This is an optimization exercise on Yosys and OpenROAD, whose aim is small area, not a production implementation. Only simulation tests tie the RTL to the original design; equivalence was not proved. Power and IR drop assume default switching activity.

File: design.v
`timescale 1ns/1ps
module midi_uart_rx (
  input logic Clk,
  input logic reset,
  input logic midi_in,
  output logic [7:0] rx_byte,
  output logic rx_valid
);
  localparam logic [9:0] HALF_BIT = 10'd353;  
  localparam logic [9:0] FULL_BIT = 10'd357;  
  localparam logic [9:0] BAUD_END = 10'd190;
  localparam logic [3:0] IDLE = 4'd10;
  logic [1:0] sync;  
  logic line_d;
  logic [9:0] baud;
  logic [3:0] bit_cnt;  
  logic [3:0] bit_inc;
  logic idle;
  logic sample_now;
  logic [7:0] shift;
  assign idle = bit_cnt[3] & bit_cnt[1];  
  assign sample_now = !idle && (baud == BAUD_END);
  assign rx_valid = sample_now && bit_cnt[3] && bit_cnt[0] && sync[1];  
  assign rx_byte = shift;
  assign bit_inc = {bit_cnt[3] ^ (bit_cnt[2] & bit_cnt[1] & bit_cnt[0]),
                    bit_cnt[2] ^ (bit_cnt[1] & bit_cnt[0]),
                    bit_cnt[1] ^ bit_cnt[0],
                    ~bit_cnt[0]};
  always_ff @(posedge Clk) begin
    if (reset) begin
      sync <= 2'b11;
      line_d <= 1'b1;
      bit_cnt <= IDLE;
    end else begin
      sync <= {sync[0], midi_in};
      line_d <= sync[1];
      if (idle) begin
        if (line_d && !sync[1]) bit_cnt <= '0;  
      end else if (sample_now) begin
        if (bit_cnt == 4'd0 && sync[1]) bit_cnt <= IDLE;  
        else bit_cnt <= bit_inc;  
      end
    end
  end
  always_ff @(posedge Clk) begin
    if (idle) baud <= HALF_BIT;
    else if (sample_now) baud <= FULL_BIT;
    else baud <= {baud[8:0], baud[9] ^ baud[6]};
  end
  always_ff @(posedge Clk) begin
    if (sample_now && !(bit_cnt[3] && bit_cnt[0])) begin
      shift <= {sync[1], shift[7:1]};
    end
  end
endmodule
`timescale 1ns/1ps
module midi_parser (
  input logic Clk,
  input logic reset,
  input logic [7:0] rx_byte,
  input logic rx_valid,
  output logic ev_valid,
  output logic ev_cmd,  
  output logic [6:0] ev_note
);
  localparam logic [1:0] WAIT_STATUS = 2'd0;
  localparam logic [1:0] WAIT_NOTE = 2'd1;
  localparam logic [1:0] WAIT_VEL = 2'd2;
  logic [1:0] state;
  logic run_on;  
  logic is_status;
  logic is_system;
  logic is_note;
  assign is_status = rx_byte[7];
  assign is_system = (rx_byte[7:4] == 4'hF);
  assign is_note = (rx_byte[7:5] == 3'b100);
  assign ev_cmd = !(run_on && (rx_byte[6:0] != 7'd0));  
  always_ff @(posedge Clk) begin
    if (reset) begin
      state <= WAIT_STATUS;
      ev_valid <= 1'b0;
    end else begin
      ev_valid <= rx_valid && !is_status && (state == WAIT_VEL);
      if (rx_valid) begin
        if (is_status) begin
          if (!is_system) begin
            state <= is_note ? WAIT_NOTE : WAIT_STATUS;
          end
        end else begin
          case (state)
            WAIT_NOTE: state <= WAIT_VEL;
            WAIT_VEL: state <= WAIT_NOTE;
            default: state <= WAIT_STATUS;
          endcase
        end
      end
    end
  end
  always_ff @(posedge Clk) begin
    if (rx_valid && is_status && is_note) begin
      run_on <= rx_byte[4];
    end
    if (rx_valid && !is_status && state == WAIT_NOTE) begin
      ev_note <= rx_byte[6:0];
    end
  end
endmodule
`timescale 1ns/1ps
module voice_alloc (
  input logic Clk,
  input logic reset,
  input logic ev_valid,
  input logic ev_cmd,  
  input logic [6:0] ev_note,
  input logic [1:0] vis,
  input logic [4*7-1:0] ring_note,  
  output logic [4-1:0] voice_active,
  output logic [1:0] wr_slot,
  output logic wr_pend
);
  localparam logic NOTE_ON = 1'b0;
  localparam logic NOTE_OFF = 1'b1;
  localparam logic [1:0] SCAN_IDLE = 2'd0;
  localparam logic [1:0] SCAN_MATCH = 2'd1;
  localparam logic [1:0] SCAN_FREE = 2'd2;
  localparam logic [1:0] SCAN_START = 2'd3;  
  logic [1:0] state;
  logic [1:0] idx;
  logic [1:0] pos;
  logic [6:0] idx_note;
  logic hit;
  logic slot_free;
  logic at_last;
  assign pos = idx - vis;
  assign wr_slot = idx;
  always_comb begin
    idx_note = '0;
    for (int i = 0; i < 4; i++) begin
      if (pos == 2'(i)) idx_note = ring_note[7*i +: 7];
    end
  end
  assign hit = voice_active[idx] && (idx_note == ev_note);
  assign slot_free = !voice_active[idx];
  assign at_last = (idx == 2'd3);
  always_ff @(posedge Clk) begin
    if (reset) begin
      state <= SCAN_IDLE;
      idx <= '0;
      voice_active <= '0;
      wr_pend <= 1'b0;
    end else begin
      if (wr_pend && vis == idx) wr_pend <= 1'b0;
      case (state)
        SCAN_IDLE: begin
          if (ev_valid) state <= SCAN_START;
        end
        SCAN_START: begin
          state <= SCAN_MATCH;
          idx <= '0;
        end
        SCAN_MATCH: begin
          if (hit) begin
            if (ev_cmd == NOTE_OFF) voice_active[idx] <= 1'b0;
            state <= SCAN_IDLE;
          end else if (!at_last) begin
            idx <= idx + 1'b1;
          end else if (ev_cmd == NOTE_ON) begin
            state <= SCAN_FREE;
            idx <= '0;
          end else begin
            state <= SCAN_IDLE;
          end
        end
        SCAN_FREE: begin
          if (slot_free) begin
            voice_active[idx] <= 1'b1;
            wr_pend <= 1'b1;
            state <= SCAN_IDLE;
          end else if (!at_last) begin
            idx <= idx + 1'b1;
          end else begin
            state <= SCAN_IDLE;
          end
        end
      endcase
    end
  end
endmodule
`timescale 1ns/1ps
module voice_osc (
  input logic Clk,
  input logic reset,
  input logic [4-1:0] voice_active,
  input logic [6:0] new_note,
  input logic [1:0] wr_slot,
  input logic wr_pend,
  output logic [1:0] vis,
  output logic [4*7-1:0] ring_note,
  output logic signed [18-1:0] mix_sample,
  output logic mix_valid,
  output logic signed [18-1:0] held
);
  logic [24-1:0] ph0, ph1, ph2, ph3;  
  logic [6:0] nt0, nt1, nt2, nt3;  
  logic first;  
  logic [6:0] cur_note;
  logic cur_active;
  logic [24-1:0] inc;
  logic [24-1:0] psum;
  logic [24:0] pc;
  logic [24-1:0] next_phase;
  logic [7:0] addr;
  logic [14:0] qmag;
  logic neg;
  logic [18-1:0] addend;
  logic [18-1:0] part;
  logic [18:0] fc;
  logic [18-1:0] fsum;
  logic signed [18-1:0] frame;
  assign ring_note = {nt3, nt2, nt1, nt0};
  assign cur_note = (wr_pend && wr_slot == vis) ? new_note : nt0;
  assign cur_active = voice_active[vis];
  logic [13:0] inc14;
  inc_net u_inc (.a(cur_note), .y(inc14));  
  assign inc = 24'(inc14);
  always_comb begin
    pc[0] = 1'b0;
    for (int i = 0; i < 24; i++) begin
      psum[i] = ph0[i] ^ inc[i] ^ pc[i];
      pc[i+1] = (ph0[i] & inc[i]) | (pc[i] & (ph0[i] ^ inc[i]));
    end
  end
  assign next_phase = cur_active ? psum : '0;  
  always_ff @(posedge Clk) begin
    ph0 <= ph1;
    ph1 <= ph2;
    ph2 <= ph3;
    ph3 <= next_phase;
    nt0 <= nt1;
    nt1 <= nt2;
    nt2 <= nt3;
    nt3 <= cur_note;
  end
  assign addr = ph2[24-1 -: 8];
  assign neg = addr[7];
  qsin_net u_sin (.u(addr[6:0]), .y(qmag));  
  assign addend = {{3{neg}}, qmag ^ {15{neg}}};  
  assign mix_valid = (vis == 2'd2) && !first;
  assign part = (vis == 2'd2) ? '0 : frame;  
  always_comb begin
    fc[0] = neg;
    for (int i = 0; i < 18; i++) begin
      fsum[i] = part[i] ^ addend[i] ^ fc[i];
      fc[i+1] = (part[i] & addend[i]) | (fc[i] & (part[i] ^ addend[i]));
    end
  end
  assign mix_sample = mix_valid ? frame : held;
  always_ff @(posedge Clk) begin
    if (reset) begin
      vis <= '0;
      first <= 1'b1;
      frame <= '0;
      held <= '0;
    end else begin
      vis <= vis + 1'b1;
      if (vis == 2'd2) first <= 1'b0;
      frame <= first ? '0 : fsum;
      if (mix_valid) held <= frame;
    end
  end
endmodule
module qsin_net (input logic [6:0] u, output logic [14:0] y);
  logic n0;
  logic n1;
  logic n2;
  logic n3;
  logic n4;
  logic n5;
  logic n6;
  logic n7;
  logic n8;
  logic n9;
  logic n10;
  logic n11;
  logic n12;
  logic n13;
  logic n14;
  logic n15;
  logic n16;
  logic n17;
  logic n18;
  logic n19;
  logic n20;
  logic n21;
  logic n22;
  logic n23;
  logic n24;
  logic n25;
  logic n26;
  logic n27;
  logic n28;
  logic n29;
  logic n30;
  logic n31;
  logic n32;
  logic n33;
  logic n34;
  logic n35;
  logic n36;
  logic n37;
  logic n38;
  logic n39;
  logic n40;
  logic n41;
  logic n42;
  logic n43;
  logic n44;
  logic n45;
  logic n46;
  logic n47;
  logic n48;
  logic n49;
  logic n50;
  logic n51;
  logic n52;
  logic n53;
  logic n54;
  logic n55;
  logic n56;
  logic n57;
  logic n58;
  logic n59;
  logic n60;
  logic n61;
  logic n62;
  logic n63;
  logic n64;
  logic n65;
  logic n66;
  logic n67;
  logic n68;
  logic n69;
  logic n70;
  logic n71;
  logic n72;
  logic n73;
  logic n74;
  logic n75;
  logic n76;
  logic n77;
  logic n78;
  logic n79;
  logic n80;
  logic n81;
  logic n82;
  logic n83;
  logic n84;
  logic n85;
  logic n86;
  logic n87;
  logic n88;
  logic n89;
  logic n90;
  logic n91;
  logic n92;
  logic n93;
  logic n94;
  logic n95;
  logic n96;
  logic n97;
  logic n98;
  logic n99;
  logic n100;
  logic n101;
  logic n102;
  logic n103;
  logic n104;
  logic n105;
  logic n106;
  logic n107;
  logic n108;
  logic n109;
  logic n110;
  logic n111;
  logic n112;
  logic n113;
  logic n114;
  logic n115;
  logic n116;
  logic n117;
  logic n118;
  logic n119;
  logic n120;
  logic n121;
  logic n122;
  logic n123;
  logic n124;
  logic n125;
  logic n126;
  logic n127;
  logic n128;
  logic n129;
  logic n130;
  logic n131;
  logic n132;
  logic n133;
  logic n134;
  logic n135;
  logic n136;
  logic n137;
  logic n138;
  logic n139;
  logic n140;
  logic n141;
  logic n142;
  logic n143;
  logic n144;
  logic n145;
  logic n146;
  logic n147;
  logic n148;
  logic n149;
  logic n150;
  logic n151;
  logic n152;
  logic n153;
  logic n154;
  logic n155;
  logic n156;
  logic n157;
  logic n158;
  logic n159;
  logic n160;
  logic n161;
  logic n162;
  logic n163;
  logic n164;
  logic n165;
  logic n166;
  logic n167;
  logic n168;
  logic n169;
  logic n170;
  logic n171;
  logic n172;
  logic n173;
  logic n174;
  logic n175;
  logic n176;
  logic n177;
  logic n178;
  logic n179;
  logic n180;
  logic n181;
  logic n182;
  logic n183;
  logic n184;
  logic n185;
  logic n186;
  logic n187;
  logic n188;
  logic n189;
  logic n190;
  logic n191;
  logic n192;
  logic n193;
  logic n194;
  logic n195;
  logic n196;
  logic n197;
  logic n198;
  logic n199;
  logic n200;
  logic n201;
  logic n202;
  logic n203;
  logic n204;
  logic n205;
  logic n206;
  logic n207;
  logic n208;
  logic n209;
  logic n210;
  logic n211;
  logic n212;
  logic n213;
  logic n214;
  logic n215;
  logic n216;
  logic n217;
  logic n218;
  logic n219;
  logic n220;
  logic n221;
  logic n222;
  logic n223;
  logic n224;
  logic n225;
  logic n226;
  logic n227;
  logic n228;
  logic n229;
  logic n230;
  logic n231;
  logic n232;
  logic n233;
  logic n234;
  logic n235;
  logic n236;
  logic n237;
  logic n238;
  logic n239;
  logic n240;
  logic n241;
  logic n242;
  logic n243;
  logic n244;
  logic n245;
  logic n246;
  logic n247;
  logic n248;
  logic n249;
  logic n250;
  logic n251;
  logic n252;
  logic n253;
  logic n254;
  logic n255;
  logic n256;
  logic n257;
  logic n258;
  logic n259;
  assign n211 = n210 & n195;
  assign n212 = ~(n211 | n208);
  assign n213 = n212 & ~n185;
  assign n214 = ~(n213 | n207);
  assign n215 = n144 & ~u[4];
  assign n216 = ~n215 & u[6];
  assign n217 = ~(n216 | u[5]);
  assign n218 = n216 & u[5];
  assign n219 = ~(n218 | n217);
  assign n220 = n205 & n195;
  assign n221 = ~n220 & n219;
  assign n222 = n217 & u[6];
  assign n223 = ~(n222 | n221);
  assign y[13] = ~n223 | n214;
  assign n224 = ~(n199 | n195);
  assign n225 = ~n224 & n185;
  assign n226 = n225 & n221;
  assign n227 = ~n224 & n212;
  assign n228 = ~(n227 | n185);
  assign n229 = n212 & n207;
  assign n230 = ~(n229 | n219);
  assign n231 = n230 & ~n228;
  assign n232 = ~(n231 | n226);
  assign y[12] = n232 | n222;
  assign n233 = ~(n203 | n199);
  assign n234 = n203 & n199;
  assign n235 = ~(n234 | n233);
  assign n236 = ~n235 & n195;
  assign n237 = n236 & ~n185;
  assign n238 = ~n237 & n219;
  assign n239 = ~n199 & u[0];
  assign n240 = n239 & n203;
  assign n241 = ~n240 & n195;
  assign n242 = n241 & ~n205;
  assign n243 = ~n242 & n225;
  assign n244 = ~(n243 | n213);
  assign n245 = n244 & n238;
  assign n246 = n199 & ~u[0];
  assign n247 = ~(n246 | n195);
  assign n248 = n247 & ~n240;
  assign n249 = ~u[0] & u[1];
  assign n250 = ~(n249 | n209);
  assign n251 = n250 & n248;
  assign n252 = ~n251 & n185;
  assign n253 = ~(n199 | u[0]);
  assign n254 = ~(n239 | n134);
  assign n255 = ~(n254 | n203);
  assign n256 = n255 & ~n195;
  assign n257 = ~(n256 | n185);
  assign n258 = n257 & ~n253;
  assign n259 = ~(n258 | n252);
  assign n0 = ~(n259 | n195);
  assign n1 = ~(n212 | n205);
  assign n2 = ~(n1 | n219);
  assign n3 = n2 & ~n0;
  assign n4 = ~(n3 | n245);
  assign y[11] = n4 | n222;
  assign n5 = n204 & n199;
  assign n6 = ~(n5 | n255);
  assign n7 = n6 & ~n195;
  assign n8 = ~n249 & n195;
  assign n9 = n8 & ~n239;
  assign n10 = ~n9 & n185;
  assign n11 = ~(n195 | u[0]);
  assign n12 = n11 & n235;
  assign n13 = ~n12 & n10;
  assign n14 = n13 & n7;
  assign n15 = ~n249 & n199;
  assign n16 = ~(n15 | n212);
  assign n17 = ~(n250 | n199);
  assign n18 = ~(n17 | n15);
  assign n19 = n18 & n195;
  assign n20 = ~(n233 | n185);
  assign n21 = ~(n239 | n195);
  assign n22 = n21 & ~n209;
  assign n23 = n22 & n20;
  assign n24 = ~(n23 | n19);
  assign n25 = n24 & ~n16;
  assign n26 = n25 & ~n14;
  assign n27 = ~(n26 | n219);
  assign n28 = ~n250 & n195;
  assign n29 = ~n28 & n185;
  assign n30 = n203 & ~n195;
  assign n31 = n30 & ~n253;
  assign n32 = ~n31 & n29;
  assign n33 = ~n32 & n238;
  assign n34 = ~(n33 | n222);
  assign y[10] = ~n34 | n27;
  assign n35 = n195 & u[0];
  assign n36 = n18 & ~n195;
  assign n37 = ~(n36 | n35);
  assign n38 = ~n37 & n185;
  assign n39 = ~(n250 | n195);
  assign n40 = ~(n39 | n185);
  assign n41 = ~(n208 | n206);
  assign n42 = n41 & n40;
  assign n43 = ~(n42 | n38);
  assign n44 = ~n43 & n219;
  assign n45 = n6 & n212;
  assign n46 = n250 & ~n212;
  assign n47 = ~(n46 | n185);
  assign n48 = n47 & ~n45;
  assign n49 = ~(n222 | n219);
  assign n50 = ~n234 & n185;
  assign n51 = ~(n50 | n10);
  assign n52 = ~(n35 | n203);
  assign n53 = ~(n52 | n51);
  assign n54 = ~n53 & n49;
  assign n55 = n54 & ~n48;
  assign y[9] = ~(n55 | n44);
  assign n56 = ~(n239 | n123);
  assign n57 = ~n242 & n185;
  assign n58 = n57 & ~n28;
  assign n59 = n58 & n56;
  assign n60 = ~n212 & u[0];
  assign n61 = ~(n256 | n206);
  assign n62 = n61 & ~n60;
  assign n63 = ~(n62 | n185);
  assign n64 = ~(n63 | n59);
  assign n65 = ~n64 & n219;
  assign n66 = ~(n31 | n19);
  assign n67 = ~(n66 | n185);
  assign n68 = ~n11 & n185;
  assign n69 = n68 & ~n60;
  assign n70 = ~(n69 | n219);
  assign n71 = n70 & ~n67;
  assign n72 = ~(n71 | n222);
  assign y[8] = ~n72 | n65;
  assign n73 = n58 & ~n7;
  assign n74 = ~n250 & n224;
  assign n75 = ~n74 & n248;
  assign n76 = ~(n75 | n241);
  assign n77 = ~(n76 | n185);
  assign n78 = ~n77 & n219;
  assign n79 = n78 & ~n73;
  assign n80 = n56 & ~n36;
  assign n81 = ~(n80 | n185);
  assign n82 = ~(n57 | n219);
  assign n83 = n82 & ~n81;
  assign n84 = ~(n83 | n222);
  assign y[7] = ~n84 | n79;
  assign n85 = n224 & ~n209;
  assign n86 = ~(n85 | n16);
  assign n87 = n86 & ~n35;
  assign n88 = ~(n87 | n185);
  assign n89 = ~(n75 | n250);
  assign n90 = ~n89 & n252;
  assign n91 = ~n90 & n219;
  assign n92 = n91 & ~n88;
  assign n93 = n6 & n195;
  assign n94 = ~(n93 | n74);
  assign n95 = ~(n94 | n185);
  assign n96 = ~(n240 | n134);
  assign n97 = n96 & n10;
  assign n98 = ~(n97 | n219);
  assign n99 = n98 & ~n95;
  assign n100 = ~(n99 | n92);
  assign y[6] = n100 | n222;
  assign n101 = ~n254 & n195;
  assign n102 = ~(n101 | n248);
  assign n103 = n102 & ~n39;
  assign n104 = n103 & ~n51;
  assign n105 = ~(n185 | n123);
  assign n106 = n105 & ~n242;
  assign n107 = n106 & n86;
  assign n108 = ~n107 & n49;
  assign n109 = n108 & ~n104;
  assign n110 = n93 & n235;
  assign n111 = n60 & ~n199;
  assign n112 = ~(n21 | n185);
  assign n113 = n112 & ~n111;
  assign n114 = n113 & ~n110;
  assign n115 = ~n13 & n219;
  assign n116 = n115 & ~n114;
  assign y[5] = ~(n116 | n109);
  assign n117 = ~(n224 | n185);
  assign n118 = n117 & ~n8;
  assign n119 = n80 & ~n195;
  assign n120 = n119 & n210;
  assign n121 = ~(n119 | n210);
  assign n122 = ~n121 & n185;
  assign n124 = n122 & ~n120;
  assign n125 = ~(n124 | n118);
  assign n126 = ~(n125 | n219);
  assign n127 = n7 & ~n185;
  assign n128 = ~n102 & n185;
  assign n129 = ~n246 & n195;
  assign n130 = n129 & n20;
  assign n131 = ~n130 & n219;
  assign n132 = n131 & ~n128;
  assign n133 = n132 & ~n127;
  assign n135 = ~(n133 | n126);
  assign y[4] = n135 | n222;
  assign n136 = ~n5 & n195;
  assign n137 = n136 & ~n17;
  assign n138 = ~(n137 | n247);
  assign n139 = ~(n138 | n114);
  assign n140 = ~(n139 | n219);
  assign n141 = n136 & ~n253;
  assign n142 = ~(n141 | n117);
  assign n143 = n142 & ~n75;
  assign n145 = n15 & ~n185;
  assign n146 = ~n145 & n219;
  assign n147 = n146 & ~n143;
  assign n148 = ~(n147 | n222);
  assign y[3] = ~n148 | n140;
  assign n149 = ~(n228 | n199);
  assign n150 = n46 & n199;
  assign n151 = n40 & ~n17;
  assign n152 = n151 & ~n150;
  assign n153 = n152 & ~n149;
  assign n155 = ~(n129 | n22);
  assign n156 = ~n155 & n29;
  assign n157 = ~n156 & n49;
  assign n158 = n157 & ~n153;
  assign n159 = n86 & ~n228;
  assign n160 = n159 & n78;
  assign y[2] = ~(n160 | n158);
  assign n161 = ~(n5 | n236);
  assign n162 = ~n161 & n185;
  assign n163 = n21 & ~n234;
  assign n165 = ~(n211 | n185);
  assign n166 = n165 & ~n163;
  assign n167 = n166 & ~n111;
  assign n168 = ~(n167 | n162);
  assign n169 = ~n168 & n219;
  assign n170 = ~(n56 | n211);
  assign n171 = n170 & n94;
  assign n172 = ~n171 & n185;
  assign n173 = ~(n172 | n257);
  assign n174 = ~(n110 | n219);
  assign n176 = n174 & ~n173;
  assign n177 = ~(n176 | n169);
  assign y[1] = n177 | n222;
  assign n178 = ~(n253 | n212);
  assign n179 = ~(n104 | n68);
  assign n180 = ~(n179 | n178);
  assign n181 = n213 & ~n205;
  assign n182 = ~(n181 | n180);
  assign n183 = ~n182 & n219;
  assign n184 = n9 & n197;
  assign n186 = ~n74 & n50;
  assign n187 = n186 & ~n184;
  assign n188 = n112 & ~n1;
  assign n189 = ~(n188 | n219);
  assign n190 = n189 & ~n187;
  assign n191 = ~(n190 | n222);
  assign y[0] = ~n191 | n183;
  assign y[14] = ~n49 | n213;
  assign n123 = ~(u[0] | u[1]);
  assign n134 = n123 & ~u[2];
  assign n144 = n134 & ~u[3];
  assign n154 = ~n144 & u[6];
  assign n164 = ~n154 & u[4];
  assign n175 = n154 & ~u[4];
  assign n185 = ~(n175 | n164);
  assign n192 = ~n134 & u[6];
  assign n193 = ~n192 & u[3];
  assign n194 = n192 & ~u[3];
  assign n195 = ~(n194 | n193);
  assign n196 = ~n123 & u[6];
  assign n197 = ~n196 & u[2];
  assign n198 = n196 & ~u[2];
  assign n199 = ~(n198 | n197);
  assign n200 = u[0] & u[6];
  assign n201 = ~(n200 | u[1]);
  assign n202 = n200 & u[1];
  assign n203 = ~(n202 | n201);
  assign n204 = n203 & u[0];
  assign n205 = ~n204 & n199;
  assign n206 = ~(n205 | n195);
  assign n207 = ~n206 & n185;
  assign n208 = ~n203 & n195;
  assign n209 = ~n203 & u[0];
  assign n210 = ~n209 & n199;
endmodule
module inc_net (input logic [6:0] a, output logic [13:0] y);
  logic n0;
  logic n1;
  logic n2;
  logic n3;
  logic n4;
  logic n5;
  logic n6;
  logic n7;
  logic n8;
  logic n9;
  logic n10;
  logic n11;
  logic n12;
  logic n13;
  logic n14;
  logic n15;
  logic n16;
  logic n17;
  logic n18;
  logic n19;
  logic n20;
  logic n21;
  logic n22;
  logic n23;
  logic n24;
  logic n25;
  logic n26;
  logic n27;
  logic n28;
  logic n29;
  logic n30;
  logic n31;
  logic n32;
  logic n33;
  logic n34;
  logic n35;
  logic n36;
  logic n37;
  logic n38;
  logic n39;
  logic n40;
  logic n41;
  logic n42;
  logic n43;
  logic n44;
  logic n45;
  logic n46;
  logic n47;
  logic n48;
  logic n49;
  logic n50;
  logic n51;
  logic n52;
  logic n53;
  logic n54;
  logic n55;
  logic n56;
  logic n57;
  logic n58;
  logic n59;
  logic n60;
  logic n61;
  logic n62;
  logic n63;
  logic n64;
  logic n65;
  logic n66;
  logic n67;
  logic n68;
  logic n69;
  logic n70;
  logic n71;
  logic n72;
  logic n73;
  logic n74;
  logic n75;
  logic n76;
  logic n77;
  logic n78;
  logic n79;
  logic n80;
  logic n81;
  logic n82;
  logic n83;
  logic n84;
  logic n85;
  logic n86;
  logic n87;
  logic n88;
  logic n89;
  logic n90;
  logic n91;
  logic n92;
  logic n93;
  logic n94;
  logic n95;
  logic n96;
  logic n97;
  logic n98;
  logic n99;
  logic n100;
  logic n101;
  logic n102;
  logic n103;
  logic n104;
  logic n105;
  logic n106;
  logic n107;
  logic n108;
  logic n109;
  logic n110;
  logic n111;
  logic n112;
  logic n113;
  logic n114;
  logic n115;
  logic n116;
  logic n117;
  logic n118;
  logic n119;
  logic n120;
  logic n121;
  logic n122;
  logic n123;
  logic n124;
  logic n125;
  logic n126;
  logic n127;
  logic n128;
  logic n129;
  logic n130;
  logic n131;
  logic n132;
  logic n133;
  logic n134;
  logic n135;
  logic n136;
  logic n137;
  logic n138;
  logic n139;
  logic n140;
  logic n141;
  logic n142;
  logic n143;
  logic n144;
  logic n145;
  logic n146;
  logic n147;
  logic n148;
  logic n149;
  logic n150;
  logic n151;
  logic n152;
  logic n153;
  logic n154;
  logic n155;
  logic n156;
  logic n157;
  logic n158;
  logic n159;
  logic n160;
  logic n161;
  logic n162;
  logic n163;
  logic n164;
  logic n165;
  logic n166;
  logic n167;
  logic n168;
  logic n169;
  logic n170;
  logic n171;
  logic n172;
  logic n173;
  logic n174;
  logic n175;
  logic n176;
  logic n177;
  logic n178;
  logic n179;
  logic n180;
  logic n181;
  assign n105 = a[6] & ~a[5];
  assign n106 = ~a[6] & a[5];
  assign n107 = n106 & a[4];
  assign n108 = ~(n107 | n105);
  assign n109 = ~n106 & a[4];
  assign n110 = ~(n109 | n105);
  assign n111 = ~n110 & a[3];
  assign n112 = ~n105 & a[4];
  assign n113 = ~(n106 | a[4]);
  assign n114 = ~(n113 | n112);
  assign n115 = ~(n114 | n111);
  assign n116 = ~n114 & a[3];
  assign n117 = n114 & ~a[3];
  assign n118 = ~(n117 | n116);
  assign n119 = ~(n118 | n111);
  assign n120 = n119 & a[2];
  assign n121 = n110 & ~a[3];
  assign n122 = ~n121 & n118;
  assign n123 = ~(n122 | n120);
  assign n124 = ~n123 & n115;
  assign n125 = n123 & ~n115;
  assign n126 = ~(n125 | n124);
  assign n127 = ~(n126 | n108);
  assign n128 = ~n125 & n106;
  assign n129 = ~(n128 | n127);
  assign n130 = n129 & ~a[6];
  assign n131 = a[0] & a[1];
  assign n132 = ~n122 & a[2];
  assign n133 = n122 & ~a[2];
  assign n134 = ~(n133 | n132);
  assign n135 = ~(n134 | n120);
  assign n136 = n135 & n131;
  assign n137 = ~(n119 | a[2]);
  assign n138 = ~(n137 | n132);
  assign n139 = ~(n138 | n136);
  assign n140 = n125 & n108;
  assign n141 = n140 & ~n139;
  assign y[13] = n141 & ~n130;
  assign n142 = ~(a[0] | a[1]);
  assign n143 = ~(n138 | n135);
  assign n144 = ~n143 & a[0];
  assign n145 = n143 & ~a[0];
  assign n146 = ~(n145 | n144);
  assign n147 = ~n146 & a[1];
  assign n148 = ~n135 & n131;
  assign n149 = ~(n148 | n142);
  assign n150 = ~n149 & n146;
  assign n151 = ~(n150 | n147);
  assign n152 = n151 & ~n135;
  assign n153 = ~n138 & a[1];
  assign n154 = ~(n153 | n152);
  assign n155 = ~(n154 | n146);
  assign n156 = ~(n155 | n142);
  assign n157 = ~n156 & n123;
  assign n158 = ~(n142 | n136);
  assign n159 = ~(n158 | n138);
  assign n160 = ~(n159 | n156);
  assign n161 = ~n138 & n131;
  assign n162 = ~(n161 | n160);
  assign n163 = n162 & ~n123;
  assign n164 = ~(n163 | n157);
  assign n165 = ~n164 & n126;
  assign n166 = ~(n135 | a[1]);
  assign n167 = ~(n166 | n144);
  assign n168 = ~(n167 | n123);
  assign n169 = ~(n146 | n135);
  assign n170 = ~(n169 | n159);
  assign n171 = ~n170 & n123;
  assign n172 = ~(n171 | n168);
  assign n173 = ~(n172 | n126);
  assign n174 = ~(n173 | n165);
  assign n175 = n174 & ~n129;
  assign n176 = n146 & n123;
  assign n177 = n151 & ~n123;
  assign n178 = ~(n177 | n176);
  assign n179 = ~(n178 | n126);
  assign n180 = n139 & ~n123;
  assign n181 = ~(n166 | n136);
  assign n0 = n181 & ~n152;
  assign n1 = n0 & ~n122;
  assign n2 = ~(n1 | n180);
  assign n3 = ~n2 & n126;
  assign n4 = ~(n3 | n179);
  assign n5 = ~n4 & n129;
  assign n6 = ~n139 & n123;
  assign n7 = n6 & n105;
  assign n8 = ~(n7 | n5);
  assign n9 = n8 & n130;
  assign n10 = ~n147 & a[0];
  assign n11 = ~n10 & n123;
  assign n12 = n154 & ~n123;
  assign n13 = ~(n12 | n11);
  assign n14 = ~(n13 | n126);
  assign n15 = n143 & ~n131;
  assign n16 = ~n15 & n158;
  assign n17 = ~n16 & n123;
  assign n18 = ~(n153 | a[0]);
  assign n19 = ~(n18 | n161);
  assign n20 = ~(n19 | n135);
  assign n21 = ~(n20 | n123);
  assign n22 = ~(n21 | n17);
  assign n23 = n22 & n126;
  assign n24 = n129 & a[6];
  assign n25 = n24 & ~n23;
  assign n26 = n25 & ~n14;
  assign n27 = ~(n26 | n9);
  assign y[1] = n27 & ~n175;
  assign n28 = ~n167 & n123;
  assign n29 = ~(n156 | n123);
  assign n30 = ~(n29 | n28);
  assign n31 = n30 & ~n126;
  assign n32 = n146 & ~n123;
  assign n33 = n162 & n123;
  assign n34 = ~(n33 | n32);
  assign n35 = n34 & n126;
  assign n36 = ~(n35 | n31);
  assign n37 = n36 & ~n129;
  assign n38 = ~(n6 | n180);
  assign n39 = n38 & n126;
  assign n40 = ~n151 & n123;
  assign n41 = ~(n0 | n123);
  assign n42 = ~(n41 | n40);
  assign n43 = n42 & ~n126;
  assign n44 = ~(n43 | n39);
  assign n45 = ~n44 & n130;
  assign n46 = ~(n16 | n123);
  assign n47 = ~n154 & n123;
  assign n48 = ~(n47 | n46);
  assign n49 = ~(n48 | n126);
  assign n50 = n170 & ~n123;
  assign n51 = ~n20 & n123;
  assign n52 = ~(n51 | n50);
  assign n53 = ~n52 & n126;
  assign n54 = ~n127 & a[6];
  assign n55 = n54 & ~n53;
  assign n56 = n55 & ~n49;
  assign n57 = ~(n56 | n45);
  assign y[2] = ~n57 | n37;
  assign n58 = n42 & n126;
  assign n59 = ~(n34 | n126);
  assign n60 = ~(n59 | n58);
  assign n61 = ~n60 & n129;
  assign n62 = n38 & n127;
  assign n63 = ~(n62 | n61);
  assign y[8] = ~(n63 | n130);
  assign n64 = n4 & ~n129;
  assign n65 = ~n174 & a[6];
  assign n66 = ~n141 & n129;
  assign n67 = n66 & ~n65;
  assign y[5] = ~(n67 | n64);
  assign y[10] = n54 & ~n44;
  assign n68 = n6 & n126;
  assign n69 = ~(n2 | n126);
  assign n70 = ~(n69 | n68);
  assign n71 = ~(n70 | n129);
  assign n72 = ~n178 & n126;
  assign n73 = ~(n164 | n126);
  assign n74 = ~(n73 | n72);
  assign n75 = ~n74 & n54;
  assign y[7] = n75 | n71;
  assign n76 = n63 & n130;
  assign n77 = ~n30 & n126;
  assign n78 = n52 & ~n126;
  assign n79 = ~(n78 | n77);
  assign n80 = n79 & ~n129;
  assign n81 = n48 & n126;
  assign n82 = ~n10 & n124;
  assign n83 = ~n166 & n125;
  assign n84 = n83 & ~n149;
  assign n85 = ~n84 & n129;
  assign n86 = n85 & ~n130;
  assign n87 = n86 & ~n82;
  assign n88 = n87 & ~n81;
  assign n89 = ~(n88 | n80);
  assign y[0] = n89 & ~n76;
  assign n90 = ~(n60 | n129);
  assign n91 = ~n79 & n54;
  assign n92 = n130 & ~n126;
  assign n93 = n92 & n38;
  assign n94 = ~(n93 | n91);
  assign y[4] = ~n94 | n90;
  assign n95 = n54 & ~n126;
  assign y[12] = n95 & n38;
  assign y[9] = ~(n8 | n130);
  assign n96 = ~(n44 | n129);
  assign n97 = n54 & n36;
  assign y[6] = n97 | n96;
  assign n98 = ~(n74 | n129);
  assign n99 = ~n70 & n130;
  assign n100 = n172 & n126;
  assign n101 = ~(n22 | n126);
  assign n102 = ~n101 & n54;
  assign n103 = n102 & ~n100;
  assign n104 = ~(n103 | n99);
  assign y[3] = ~n104 | n98;
  assign y[11] = ~n70 & n54;
endmodule
`timescale 1ns/1ps
module sigma_delta_dac (
  input logic Clk,
  input logic reset,
  input logic signed [18-1:0] held,  
  output logic pdm_out
);
  logic [18-1:0] acc;
  logic [18-1:0] level;
  logic [18:0] c;
  logic [18-1:0] sum;
  assign level = {~held[18-1], held[18-2:0]};  
  always_comb begin
    c[0] = 1'b0;
    for (int i = 0; i < 18; i++) begin
      sum[i] = acc[i] ^ level[i] ^ c[i];
      c[i+1] = (acc[i] & level[i]) | (c[i] & (acc[i] ^ level[i]));
    end
  end
  always_ff @(posedge Clk) begin
    if (reset) begin
      acc <= '0;
      pdm_out <= 1'b0;
    end else begin
      acc <= sum;
      pdm_out <= c[18];
    end
  end
endmodule
`timescale 1ns/1ps
module synth_top (
  input logic Clk,
  input logic reset,
  input logic midi_in,
  output logic pdm_out,
  output logic [4-1:0] voice_active,
  output logic signed [18-1:0] mix_sample,
  output logic mix_valid
);
  logic [7:0] rx_byte;
  logic rx_valid;
  logic ev_valid;
  logic ev_cmd;
  logic [6:0] ev_note;
  logic [1:0] vis;
  logic [4*7-1:0] ring_note;
  logic [1:0] wr_slot;
  logic wr_pend;
  logic signed [18-1:0] held;
  midi_uart_rx u_rx (
    .Clk(Clk),
    .reset(reset),
    .midi_in(midi_in),
    .rx_byte(rx_byte),
    .rx_valid(rx_valid)
  );
  midi_parser u_parser (
    .Clk(Clk),
    .reset(reset),
    .rx_byte(rx_byte),
    .rx_valid(rx_valid),
    .ev_valid(ev_valid),
    .ev_cmd(ev_cmd),
    .ev_note(ev_note)
  );
  voice_alloc u_alloc (
    .Clk(Clk),
    .reset(reset),
    .ev_valid(ev_valid),
    .ev_cmd(ev_cmd),
    .ev_note(ev_note),
    .vis(vis),
    .ring_note(ring_note),
    .voice_active(voice_active),
    .wr_slot(wr_slot),
    .wr_pend(wr_pend)
  );
  voice_osc u_osc (
    .Clk(Clk),
    .reset(reset),
    .voice_active(voice_active),
    .new_note(ev_note),
    .wr_slot(wr_slot),
    .wr_pend(wr_pend),
    .vis(vis),
    .ring_note(ring_note),
    .mix_sample(mix_sample),
    .mix_valid(mix_valid),
    .held(held)
  );
  sigma_delta_dac u_dac (
    .Clk(Clk),
    .reset(reset),
    .held(held),
    .pdm_out(pdm_out)
  );
endmodule
File: flow/run.sh
#!/bin/bash
# Standard synthesis, then the combinational logic is re-mapped with a
# stronger ABC script (registers untouched), then the standard layout steps,
# with no dummy clock loads and buf_1 port buffers.
set -euo pipefail
HERE=$(pwd)
RES=$HERE/orfs/results/$FLOW_PLATFORM/synth_top/base
YOSYS=${YOSYS_EXE:-$FLOW_HOME/../tools/install/yosys/bin/yosys}
[ -x "$YOSYS" ] || YOSYS=yosys
LIB=$FLOW_HOME/platforms/$FLOW_PLATFORM/lib/sky130_fd_sc_hd__tt_025C_1v80.lib

bash standard.sh synth > std_synth.log 2>&1

# liberty without the platform's dont-use cells, for ABC
DONT_USE=$(sed -n '/^export DONT_USE_CELLS += /,/^#/p' $FLOW_HOME/platforms/$FLOW_PLATFORM/config.mk | grep -oE "sky130_fd_sc_hd__[a-z0-9_]+" | tr '\n' ' ')
python3 flow/filtlib.py $LIB remap.lib $DONT_USE > filtlib.log 2>&1
# cells kept as they are: registers, adder cells and tie cells
KEEP='sky130_fd_sc_hd__df* sky130_fd_sc_hd__edf* sky130_fd_sc_hd__sdf* sky130_fd_sc_hd__sedf* sky130_fd_sc_hd__dl* sky130_fd_sc_hd__fa_* sky130_fd_sc_hd__fah* sky130_fd_sc_hd__ha_* sky130_fd_sc_hd__conb_*'
python3 flow/filtlib.py remap.lib remap_comb.lib $KEEP >> filtlib.log 2>&1
python3 flow/filtlib.py remap.lib remap_keep.lib --keep $KEEP >> filtlib.log 2>&1

cp $RES/1_2_yosys.v yosys_standard.v
# a few ABC scripts in parallel; the smallest netlist is used
NF='&get,-n;&dch,-f;&nf,-p,-R,1000;&put'
SCRIPTS=(
  "+strash;$NF"
)
for i in "${!SCRIPTS[@]}"; do
  REMAP_ABC="${SCRIPTS[$i]}" REMAP_LIB=$HERE/remap.lib REMAP_COMB_LIB=$HERE/remap_comb.lib REMAP_KEEP_LIB=$HERE/remap_keep.lib \
    REMAP_IN=$HERE/yosys_standard.v REMAP_OUT=$HERE/yosys_remap_$i.v \
    $YOSYS -c flow/remap.tcl > remap_$i.log 2>&1 &
done
wait
best=""; best_area=""
for i in "${!SCRIPTS[@]}"; do
  [ -f yosys_remap_$i.v ] && grep -q "Found and reported 0 problems" remap_$i.log || continue
  area=$(grep "Chip area for module" yosys_remap_$i.v.stat.txt | awk '{print $NF}')
  echo "script $i: area $area: ${SCRIPTS[$i]}" >> remap_choice.log
  if [ -z "$best" ] || awk "BEGIN{exit !($area < $best_area)}"; then best=$i; best_area=$area; fi
done
[ -n "$best" ] || { echo "no remap succeeded" >&2; exit 1; }
echo "chosen: script $best" >> remap_choice.log
cp yosys_remap_$best.v yosys_remap.v
cp yosys_remap.v $RES/1_2_yosys.v
rm -f $RES/1_synth.odb $RES/1_synth.sdc

bash standard.sh \
  "CTS_ARGS=-sink_clustering_enable -repair_clock_nets -dont_use_dummy_load -sink_clustering_size 10 -sink_clustering_max_diameter 60 -buf_list sky130_fd_sc_hd__clkbuf_4" \
  "BUFFER_PORTS_ARGS=-buffer_cell sky130_fd_sc_hd__buf_1" \
  finish > std_finish.log 2>&1

# the filtered libraries are large and only inputs; keep the logs
rm -f remap.lib remap_comb.lib remap_keep.lib
File: flow/filtlib.py
#!/usr/bin/env python3
# filtlib.py in.lib out.lib [--keep] pattern... : drop the cells whose name matches
# (or, with --keep, every cell but those); a trailing * matches a prefix
import sys, re
src = open(sys.argv[1]).read()
pats = sys.argv[3:]
keep_only = bool(pats) and pats[0] == '--keep'
if keep_only:
    pats = pats[1:]
def match(n):
    return any(n.startswith(p[:-1]) if p.endswith('*') else n == p for p in pats)
def drop(n):
    return not match(n) if keep_only else match(n)
pos = 0; res = []
it = re.finditer(r'\n(\s*)cell\s*\(\s*"?([\w]+)"?\s*\)\s*\{', src)
for m in it:
    if m.start() < pos: continue
    # find matching brace
    depth = 0; j = m.end() - 1
    while True:
        c = src[j]
        if c == '{': depth += 1
        elif c == '}':
            depth -= 1
            if depth == 0: break
        j += 1
    if drop(m.group(2)):
        res.append(src[pos:m.start()]); pos = j + 1
res.append(src[pos:])
open(sys.argv[2], 'w').write(''.join(res))
File: flow/remap.tcl
# Re-map the combinational logic of the standard synthesis netlist with a
# stronger ABC script. Registers, adder cells and tie cells stay exactly as
# the standard synthesis made them (same instances, names and cell types).
yosys -import
set lib $::env(REMAP_LIB)
# combinational cells as logic, kept cells as black boxes
read_liberty -ignore_miss_func $::env(REMAP_COMB_LIB)
read_liberty -lib $::env(REMAP_KEEP_LIB)
read_verilog $::env(REMAP_IN)
hierarchy -top $::env(FLOW_TOP)
flatten -noscopeinfo
opt_clean -purge
tee -o $::env(REMAP_OUT).pre_stat.txt stat -liberty $lib
abc -liberty $lib -script $::env(REMAP_ABC)
setundef -zero
splitnets
opt_clean -purge
hilomap -singleton -hicell sky130_fd_sc_hd__conb_1 HI -locell sky130_fd_sc_hd__conb_1 LO
insbuf -buf sky130_fd_sc_hd__buf_1 A X
opt_clean -purge
tee -o $::env(REMAP_OUT).stat.txt stat -liberty $lib
select $::env(FLOW_TOP)
write_verilog -noattr -nohex -nodec -selected $::env(REMAP_OUT)
# check the written netlist against the full library
design -reset
read_liberty -lib $lib
read_verilog $::env(REMAP_OUT)
hierarchy -check -top $::env(FLOW_TOP)
check -assert -mapped
File: standard.sh
#!/bin/bash
# synth_recipe.tcl (not shown) runs the flow's synth.tcl, then flattens the netlist and writes it again
# the make line also repeats each setting of config.mk as NAME=value (left out here)
make -C /OpenROAD-flow-scripts/flow DESIGN_CONFIG=/design/flow/config.mk WORK_HOME=/design/flow/orfs CLKGATE_MAP_FILE= SYNTH_SCRIPT=/design/flow/synth_recipe.tcl "${@:-finish}"
File: config.mk
export PLATFORM = sky130hd
export DESIGN_NAME = synth_top
export DESIGN_NICKNAME = synth_top
export VERILOG_FILES = /design/flow/design.v
export SDC_FILE = /design/flow/constraint.sdc
export NUM_CORES = 4
export LEC_CHECK = 0
export ABC_AREA = 1
export CAP_MARGIN = 20
export CORE_MARGIN = 2
export CORE_UTILIZATION = 40
export GPL_TIMING_DRIVEN = 0
export SLEW_MARGIN = 20
File: constraint.sdc
create_clock -name core_clock -period 40.0 [get_ports {Clk}]
set_input_delay 8.0000 -clock core_clock [delete_from_list [all_inputs] [get_ports {Clk}]]
set_output_delay 8.0000 -clock core_clock [all_outputs]
set_load 0.01 [all_outputs]
==> results of run 1 <==
==> power by group through the flow <==
stage / Clock (mW) / Sequential, mW / Combinational [mW]
floorplan: 0 / 0.270 / 0.218
global placement: 0 / 0.273 / 0.286
detailed placement: 0 / 0.274 / 0.284
CTS: 0.107 / 0.269 / 0.288
global route: 0.116 / 0.272 / 0.328
finish: 0.100 / 0.268 / 0.289
==> metrics by stage <==
stage,instance area (µm²),power [mW]
after global placement,10070,0.5586
after CTS,10390,0.6645
after detailed placement,10180,0.5574
after global routing,10390,0.7161
after floorplan,9575,0.4879
final,10390,0.6573
==> final timing paths <==
check | startpoint | end | slack [ns]
setup / recovery | u_alloc.idx[0] | u_osc.ph3[23] | 26.60
hold / removal | u_osc.ph3[23] | u_osc.ph2[23] | 0.25
setup reg to reg | u_alloc.idx[0] | u_osc.ph3[23] | 26.60
hold reg to reg | u_osc.ph3[23] | u_osc.ph2[23] | 0.25
==> registers in the layout, indices dropped and copies added, names as in the netlist, 2 cells and up, named ones only <==
signal / flops
u_alloc.idx: 2
u_alloc.state: 2
u_dac.acc: 18
u_osc.frame: 18
u_osc.held: 18
u_osc.nt0: 7
u_osc.nt1: 7
u_osc.nt2: 7
u_osc.nt3: 7
u_osc.ph0: 24
u_osc.ph1: 24
u_osc.ph2: 24
u_osc.ph3: 24
u_osc.vis: 2
u_parser.ev_note: 7
u_parser.state: 2
u_rx.baud: 10
u_rx.bit_cnt: 4
u_rx.shift: 8
u_rx.sync: 2
==> worst max-delay path: cells and delay by family, from the launching register on <==
kind | cells | cell delay (ns)
adders and majority gates | 25 | 7.50
and+or+nand+nor | 6 | 1.92
buffers and inverters | 8 | 1.65
AOI/OAI and AO/OA | 4 | 0.75
muxes | 1 | 0.51
DFF | 1 | 0.49
xor gates and xnor gates | 2 | 0.32
==> final cells by class <==
| cell class | count | area [µm²] |
|---|---|---|
| inverters | 45 | 168.9 |
| repair buffers | 30 | 168.9 |
| multi-input cells | 656 | 4721 |
| diodes | 1 | 2.502 |
| clock buffers | 28 | 210.2 |
| well taps | 319 | 399.1 |
| fillers | 2274 | 13080 |
| plain buffers | 4 | 15.01 |
| flip-flops and latches | 227 | 4705 |
==> metal layers <==
metal,vias to the layer above,wire length [µm],track usage
met4,0,611,0.05379
li1,3321,-,-
met2,196,8707,0.2493
met5,-,0,0
met1,3116,8474,0.1985
met3,53,1033,0.03004
==> layout by cell type (no fill, tap or decap), types with 3 or more instances in the layout <==
cell type / n
o21a_1: 6
nor2_1: 92
nor4_1: 3
a221oi_1: 4
edfxtp_1: 16
nor2b_1: 47
nand3_1: 26
nand2b_1: 10
o211ai_1: 4
nand2_1: 99
clkbuf_4: 28
nor3_1: 19
dfxtp_1: 211
mux2_1: 17
and3_1: 8
mux2i_1: 12
mux4_2: 4
o31ai_1: 4
xor2_1: 10
a211oi_1: 12
buf_1: 29
a22oi_1: 4
fa_1: 46
ha_1: 32
and2_0: 25
clkinv_1: 45
a31oi_1: 9
a21oi_1: 53
or2_0: 5
or3_1: 4
o21ai_0: 42
nor3b_1: 3
xnor2_1: 18
nand4b_1: 4
==> flow_summary.toml, run 1 <==
[outcome]
outcome = "finished clean"

[placement]
gp_congestion = 0.9361
dpl.hpwl_um = 13510
port_buffers = 26
pre_cts_slack_ns = 26.65
place_inst = 1281

[cts]
clk_pin_slew_ns = 0.12
cts_hold_repair.buffers = 0
cts_resized = 0
cts_setup_buffers = 0
cts_tree = "yes"
cts.sinks = 227
cts_buffer_depth = 3
cts_htree_levels = 1
root_buffer = "clkbuf_4"
clkLatencyLatePin_ns = 0.69
cts-buffers-inserted = 28

[drt]
routed_wl_um = 18830
wire_per_inst_um = 14.37
viasPerCell = 5.104
antenna_left = 0
first_iter_violations = 747
dr.pass1.iters = 5
drc = 0
dr_total_vias = 6686

[worst_setup_path]
crit_type = "reg -> reg"
max_stage_delay_ns = 0.71
worstSetupStartpointType = "flip-flop"
arrival_ns = 13.85
end_kind = "flip-flop"
crit_fanout = 16
crit_top_cell = "fa_1"
slowest_stage = "ha_1"
cp.required_ns = 40.45
rr_worst_depth = 46

[synthesis]
synth_area_mm2 = 0.009575
avgSynthCellArea_um2 = 10.27
yosys_warnings = 5
netlist_instances = 932
synth_fp_nets = 1013

[global_routing]
grt_antenna_before_repair = 1
grt_pass1_wl_um = 31990
gr-total-overflow = 0
grt_pass1_vias = 6551
grt_max_degree = 32
grt_usage = 0.1514

[layout]
nets = 1073
final_core_util = 0.4426
drive_above_1_share = 0.04242
area_growth_pct = 8.507
stdcell_count = 1310

[sta]
rsz0062_at_grt = "false"
max_slew.worst_pin.slew_ns = 1.042
fin_worst_skew_ns = 0.1174
finalSetupViolCount = 0
hold_viol_final = 0
postLayoutSetupSlackWorst_ns = 26.60
period_share = 0.3350
final_max_slew_viol_count = 0
min_period_ns = 13.40
tns_ns = 0
clock.fmax_ghz = 0.07463
holdWs_ns = 0.2500
slew_headroom = 0.3051

[flow_run]
cap_violations = 0

[min_path]
hold_path_depth = 0
min_path_type = "reg -> reg"

[pwr]
p_comb_frac = 0.439
pwr-share-seq = 0.408
swShare = 0.4035
ir_drop_uv = 43.70
p_int_uw = 392.1
p_leak_nw = 3.987
pwr_density_cell_mw_per_mm2 = 63.26
switchingPower_uw = 265.2
pwr-share-clk = 0.152

[die]
core_mm2 = 0.02347
pin_count = 27
initial_core_util = 0.4079
die_height_um = 158.7
die_area_mm2 = 0.02519
die_w_um = 158.7
fp-row-count = 56
==> run 2: changes to the inputs <==
--- a/flow/run.sh
+++ b/flow/run.sh
@@ -45,7 +45,7 @@
 rm -f $RES/1_synth.odb $RES/1_synth.sdc
 
 bash standard.sh \
-  "CTS_ARGS=-sink_clustering_enable -repair_clock_nets -dont_use_dummy_load -sink_clustering_size 10 -sink_clustering_max_diameter 60 -buf_list sky130_fd_sc_hd__clkbuf_4" \
+  "CTS_ARGS=-sink_clustering_enable -repair_clock_nets -dont_use_dummy_load -sink_clustering_size 16 -sink_clustering_max_diameter 70 -buf_list sky130_fd_sc_hd__clkbuf_8" \
   "BUFFER_PORTS_ARGS=-buffer_cell sky130_fd_sc_hd__buf_1" \
   finish > std_finish.log 2>&1
 
--- a/config.mk
+++ b/config.mk
@@ -9,5 +9,7 @@
 export CAP_MARGIN = 20
 export CORE_MARGIN = 2
 export CORE_UTILIZATION = 40
-export GPL_TIMING_DRIVEN = 0
+export CTS_BUF_LIST = sky130_fd_sc_hd__clkbuf_4
+export CTS_CLUSTER_DIAMETER = 50
+export CTS_CLUSTER_SIZE = 8
 export SLEW_MARGIN = 20
==> run 2 against run 1 <==
First-iteration DRC count increased by 5.4%. Wire length is 0.74% higher. Critical path depth is 2 higher. Global-route usage about the same. Cell count shrank 0.99%. Sequential power is essentially flat. Clock power increased by 7%. Critical path type unchanged. Largest cell class is now sequential cells.
==> flow_summary.toml, run 2 <==
[die]
core_mm2 = 0.02347
die_w_um = 158.7
pin_count = 27
initial_core_util = 0.4079
die_area_mm2 = 0.02519
fp-row-count = 56
die_height_um = 158.7

[layout]
n_antenna_cell = 0
layout_commonest_cell = "dfxtp_1"
layout_common_cells = "211 x dfxtp_1, 99 x nand2_1, 92 x nor2_1, 53 x a21oi_1, 47 x nor2b_1"
drive_above_1_share = 0.02965
area_growth_pct = 8.102
nets = 1061

[sta]
period_share = 0.3229
rsz0062_at_grt = "false"
min_period_ns = 12.92
hold_viol_final = 0
fin_worst_skew_ns = 0.05325
slew_headroom = 0.3373
max_slew.worst_pin.slew_ns = 0.9940
tns_ns = 0
clock.fmax_ghz = 0.07742
final_max_slew_viol_count = 0
finalSetupViolCount = 0

[placement]
gp_congestion = 0.9893
dpl.hpwl_um = 13750
port_buffers = 26

[min_path]
min_path_type = "reg -> reg"
hold_path_depth = 0

[synthesis]
avgSynthCellArea_um2 = 10.27
synth_area_mm2 = 0.009575
yosys_warnings = 5
netlist_instances = 932
synth_fp_nets = 1013

[worst_setup_path]
rr_worst_depth = 48
crit_top_cell = "fa_1"
slowest_stage = "nor2b_1"
cp.required_ns = 40.34
end_kind = "flip-flop"
max_stage_delay_ns = 0.72
rrSetupSlack_ns = 27.08
worstSetupStartpointType = "flip-flop"
arrival_ns = 13.26
crit_type = "reg -> reg"
crit_fanout = 16

[cts]
cts_htree_levels = 1
cts_buffer_depth = 3
cts.sinks = 227
cts_setup_buffers = 0
root_buffer = "clkbuf_8"
cts-buffers-inserted = 18
cts_hold_repair.buffers = 0
cts_tree = "yes"
clk_pin_slew_ns = 0.10
clkLatencyLatePin_ns = 0.51
cts_resized = 0

[drt]
wire_per_inst_um = 14.62
routed_wl_um = 18970
viasPerCell = 5.144
drc = 0
dr_total_vias = 6672
dr.pass1.iters = 6
antenna_left = 0
first_iter_violations = 787

[global_routing]
gr-total-overflow = 0
grt_antenna_before_repair = 0
grt_pass1_vias = 6430
grt_max_degree = 61
grt_usage = 0.1515
grt_pass1_wl_um = 32070

[flow_run]
cap_violations = 0

[pwr]
p_total_uw = 665.7
pwr_density_cell_mw_per_mm2 = 64.31
ir_drop_uv = 47.98
p_leak_nw = 3.955

[outcome]
outcome = "finished clean"
## run 2: final timing paths
path             startpoint            end
max reg2reg  u_alloc.idx[0]  u_osc.ph3[23]
min           u_osc.ph3[23]  u_osc.ph2[23]
max          u_alloc.idx[0]  u_osc.ph3[23]
min reg2reg   u_osc.ph3[23]  u_osc.ph2[23]
## run 2: power breakdown
part	internal, mW	switching [mW]	total [mW]
Combinational	0.105	0.185	0.290
Clock	0.0406	0.0665	0.107
Sequential	0.256	0.0135	0.269
## run 2: through the flow
step | cells | utilization | worst slack, ns | instance area [µm²] | hold slack, ns
after floorplan | 932 | - | 28.52 | 9575 | 0.3096
after global placement | 1279 | 0.4304 | 27.35 | 10100 | 0.3099
after detailed placement | 1279 | 0.4304 | 27.08 | 10100 | 0.3121
after CTS | 1297 | 0.4410 | 27.04 | 10350 | 0.2849
after global routing | 1297 | 0.4410 | 25.92 | 10350 | 0.2782
final | 1297 | 0.4410 | 27.08 | 10350 | 0.2830
## run 2: critical path: cells and delay by family, from the launching register on
| kind | cells | cell delay [ns] |
|---|---|---|
| AO/OA/AOI/OAI | 4 | 0.71 |
| XOR/XNOR | 2 | 0.31 |
| adder cells (fa/ha/maj) | 25 | 7.36 |
| buffers and inverters | 9 | 1.58 |
| flip-flops | 1 | 0.45 |
| multiplexers | 1 | 0.39 |
| AND/OR/NAND/NOR | 7 | 1.95 |
## run 2: metal layers
layer	track usage	vias up	share of wire
li1	-	3278	-
met1	0.2053	3109	0.45
met2	0.2511	237	0.47
met3	0.02142	48	0.050
met4	0.04754	0	0.029
met5	0	-	0
## run 2: layout make-up
cell class                      count  area (µm²)
Clock buffer                       18       247.7
Fill cell                        2281       13120
Inverter                           45       168.9
Multi-Input combinational cell    656        4687
Sequential cell                   227        4705
Tap cell                          319       399.1
Timing Repair Buffer               32       143.9
==> run 3: changes to the inputs <==
--- a/flow/run.sh
+++ b/flow/run.sh
@@ -24,6 +24,9 @@
 NF='&get,-n;&dch,-f;&nf,-p,-R,1000;&put'
 SCRIPTS=(
   "+strash;$NF"
+  "+strash;$NF;strash;$NF"
+  "+strash;&get,-n;&deepsyn,-T,300;&put;$NF"
+  "+strash;&get,-n;&deepsyn,-T,300,-S,3;&put;$NF;strash;$NF"
 )
 for i in "${!SCRIPTS[@]}"; do
   REMAP_ABC="${SCRIPTS[$i]}" REMAP_LIB=$HERE/remap.lib REMAP_COMB_LIB=$HERE/remap_comb.lib REMAP_KEEP_LIB=$HERE/remap_keep.lib \
@@ -45,7 +48,7 @@
 rm -f $RES/1_synth.odb $RES/1_synth.sdc
 
 bash standard.sh \
-  "CTS_ARGS=-sink_clustering_enable -repair_clock_nets -dont_use_dummy_load -sink_clustering_size 16 -sink_clustering_max_diameter 70 -buf_list sky130_fd_sc_hd__clkbuf_8" \
+  "CTS_ARGS=-sink_clustering_enable -repair_clock_nets -dont_use_dummy_load -sink_clustering_size ${CTS_SIZE:-8} -sink_clustering_max_diameter ${CTS_DIAM:-50} -buf_list sky130_fd_sc_hd__clkbuf_4" \
   "BUFFER_PORTS_ARGS=-buffer_cell sky130_fd_sc_hd__buf_1" \
   finish > std_finish.log 2>&1
 
==> run 3 against run 2 <==
Total power is 7.1% higher. Cell area down 0.62%. Still clean on timing, DRC and antenna. Largest cell class unchanged. Non-clock buffer count rose by 1. Cell count fell by 1.2%. Worst setup slack worse by 0.55 ns. Clock power rose by 4%. Sequential power barely moved. Sequential share of layout area grew 0.28 points.
==> flow_summary.toml, run 3 <==
[outcome]
outcome = "finished clean"

[global_routing]
grt_pass1_wl_um = 31640
grt_max_degree = 39
grt_pass1_vias = 6403
gr-total-overflow = 0
grt_antenna_before_repair = 1
grt_usage = 0.1573

[cts]
cts_hold_repair.buffers = 0
cts_resized = 0
cts_setup_buffers = 0
cts_tree = "yes"
clk_pin_slew_ns = 0.09
cts.sinks = 227
cts_htree_levels = 2
cts_buffer_depth = 3
cts-buffers-inserted = 35
clkLatencyLatePin_ns = 0.61
root_buffer = "clkbuf_4"

[drt]
first_iter_violations = 477
drc = 0
dr_total_vias = 6552
wire_per_inst_um = 14.45
dr.pass1.iters = 7
routed_wl_um = 18520
antenna_left = 0
viasPerCell = 5.111

[sta]
min_period_ns = 13.47
period_share = 0.3367
postLayoutSetupSlackWorst_ns = 26.53
fin_worst_skew_ns = 0.07299
finalSetupViolCount = 0
final_max_slew_viol_count = 0
slew_headroom = 0.2784
rsz0062_at_grt = "false"
max_slew.worst_pin.slew_ns = 1.082
hold_viol_final = 0
clock.fmax_ghz = 0.07424
tns_ns = 0

[die]
pin_count = 27
core_mm2 = 0.02340
die_w_um = 158.0
fp-row-count = 56
initial_core_util = 0.4053
die_height_um = 158.0
die_area_mm2 = 0.02496

[layout]
fillers = 2238
layout_common_cells = "211 x dfxtp_1, 90 x nor2_1, 76 x nand2_1, 54 x o21ai_0, 52 x a21oi_1"
multi_input_area_mm2 = 0.004606
drive_above_1_share = 0.05405
stdcell_count = 1282
nets = 1045
ff_latch_area_mm2 = 0.004705
final_core_util = 0.4396
area_growth_pct = 8.470
layout_commonest_cell = "dfxtp_1"

[pwr]
p_total_uw = 712.8
ir_drop_uv = 48.99
pwr_density_cell_mw_per_mm2 = 69.28
p_leak_nw = 3.932

[synthesis]
netlist_instances = 898
synth_area_mm2 = 0.009484
yosys_warnings = 5
avgSynthCellArea_um2 = 10.56
synth_fp_nets = 979

[worst_setup_path]
cp.required_ns = 40.47
crit_fanout = 20
crit_type = "reg -> reg"
crit_top_cell = "fa_1"
slowest_stage = "mux2_1"
arrival_ns = 13.94
worstSetupStartpointType = "flip-flop"
end_kind = "flip-flop"
max_stage_delay_ns = 0.56
crit_family = "adder cells"
critPathBufInv = 6

[placement]
gp_congestion = 0.9175
place_inst = 1246
port_buffers = 26
dpl.hpwl_um = 13370
pre_cts_slack_ns = 26.59

[flow_run]
cap_violations = 0

[min_path]
min_path_type = "reg -> reg"
-- run 3: layer usage --
layer | track usage | routed length, µm | share of wire
met4 | 0.05834 | 440 | 0.024
met3 | 0.03230 | 921 | 0.050
met5 | 0 | 0 | 0
met2 | 0.2375 | 8250 | 0.45
met1 | 0.2231 | 8910 | 0.48
-- run 3: power breakdown --
group / switching (mW) / total, mW / internal (mW)
Clock: 0.0705 / 0.111 / 0.0405
Sequential: 0.0136 / 0.271 / 0.257
Combinational: 0.208 / 0.331 / 0.123
Total: 0.292 / 0.713 / 0.420
-- run 3: stage by stage --
step                cell area (µm²)  hold slack [ns]
floorplan                      9484           0.3096
CTS                           10280           0.2460
finish                        10290           0.2441
detailed placement            10020           0.3121
global route                  10290           0.2431
global placement              10020           0.3099
-- run 3: final cells by class --
| type | instances | area share |
|---|---|---|
| Sequential cell | 227 | 0.4573 |
| Multi-Input combinational cell | 624 | 0.4477 |
| Timing Repair Buffer | 33 | 0.01472 |
| Clock buffer | 35 | 0.02554 |
| Inverter | 43 | 0.01569 |
| Antenna cell | 1 | 0.0002432 |
| Tap cell | 319 | 0.03880 |
-- run 3: path summary, 6_finish.rpt --
kind,startpoint,to,slack (ns),cells past startpoint
setup / recovery,u_alloc.idx[0],u_osc.ph3[22],26.53,54
hold / removal,u_osc.ph1[19],u_osc.ph0[19],0.24,0
setup reg to reg,u_alloc.idx[0],u_osc.ph3[22],26.53,54
hold reg to reg,u_osc.ph1[19],u_osc.ph0[19],0.24,0
-- run 3: worst register-to-register path, delay by kind of cell, from the launching register on --
kind	cells	cell delay [ns]
fa+ha+maj	25	7.08
compound gates	11	2.41
simple gates	10	2.01
buf+inv	6	0.70
mux	1	0.56
flops	1	0.46
xor+xnor	1	0.11

-- separate check: timing with driven ports --
The flow's constraints put no driver on any port. The routed layouts listed below were extracted and timed again, unchanged, in two steps. Step 1 assumes that a clkbuf_16 drives the clock port and a buf_2 every other input. Step 2 times the ports against the registers' clock, not the clock port: input delays grow and output delays shrink by t, the midpoint of the rising clock arrivals with the driver on. Slacks: ideal / step 1 / step 2; pairs: ideal / step 1.
| run | t, ns | setup slack, ns | worst data-port slew with drivers (ns) | cell pins on the clock port's net |
|---|---|---|---|---|
| run 1 | 0.676 | 26.601 / 26.601 / 26.601 | 0.03 | 1 |
| run 2 | 0.528 | 27.084 / 27.084 / 27.084 | 0.03 | 1 |
| run 3 | 0.610 | 26.531 / 26.531 / 26.531 | 0.03 | 1 |
After both steps setup and hold are still met in every run listed.
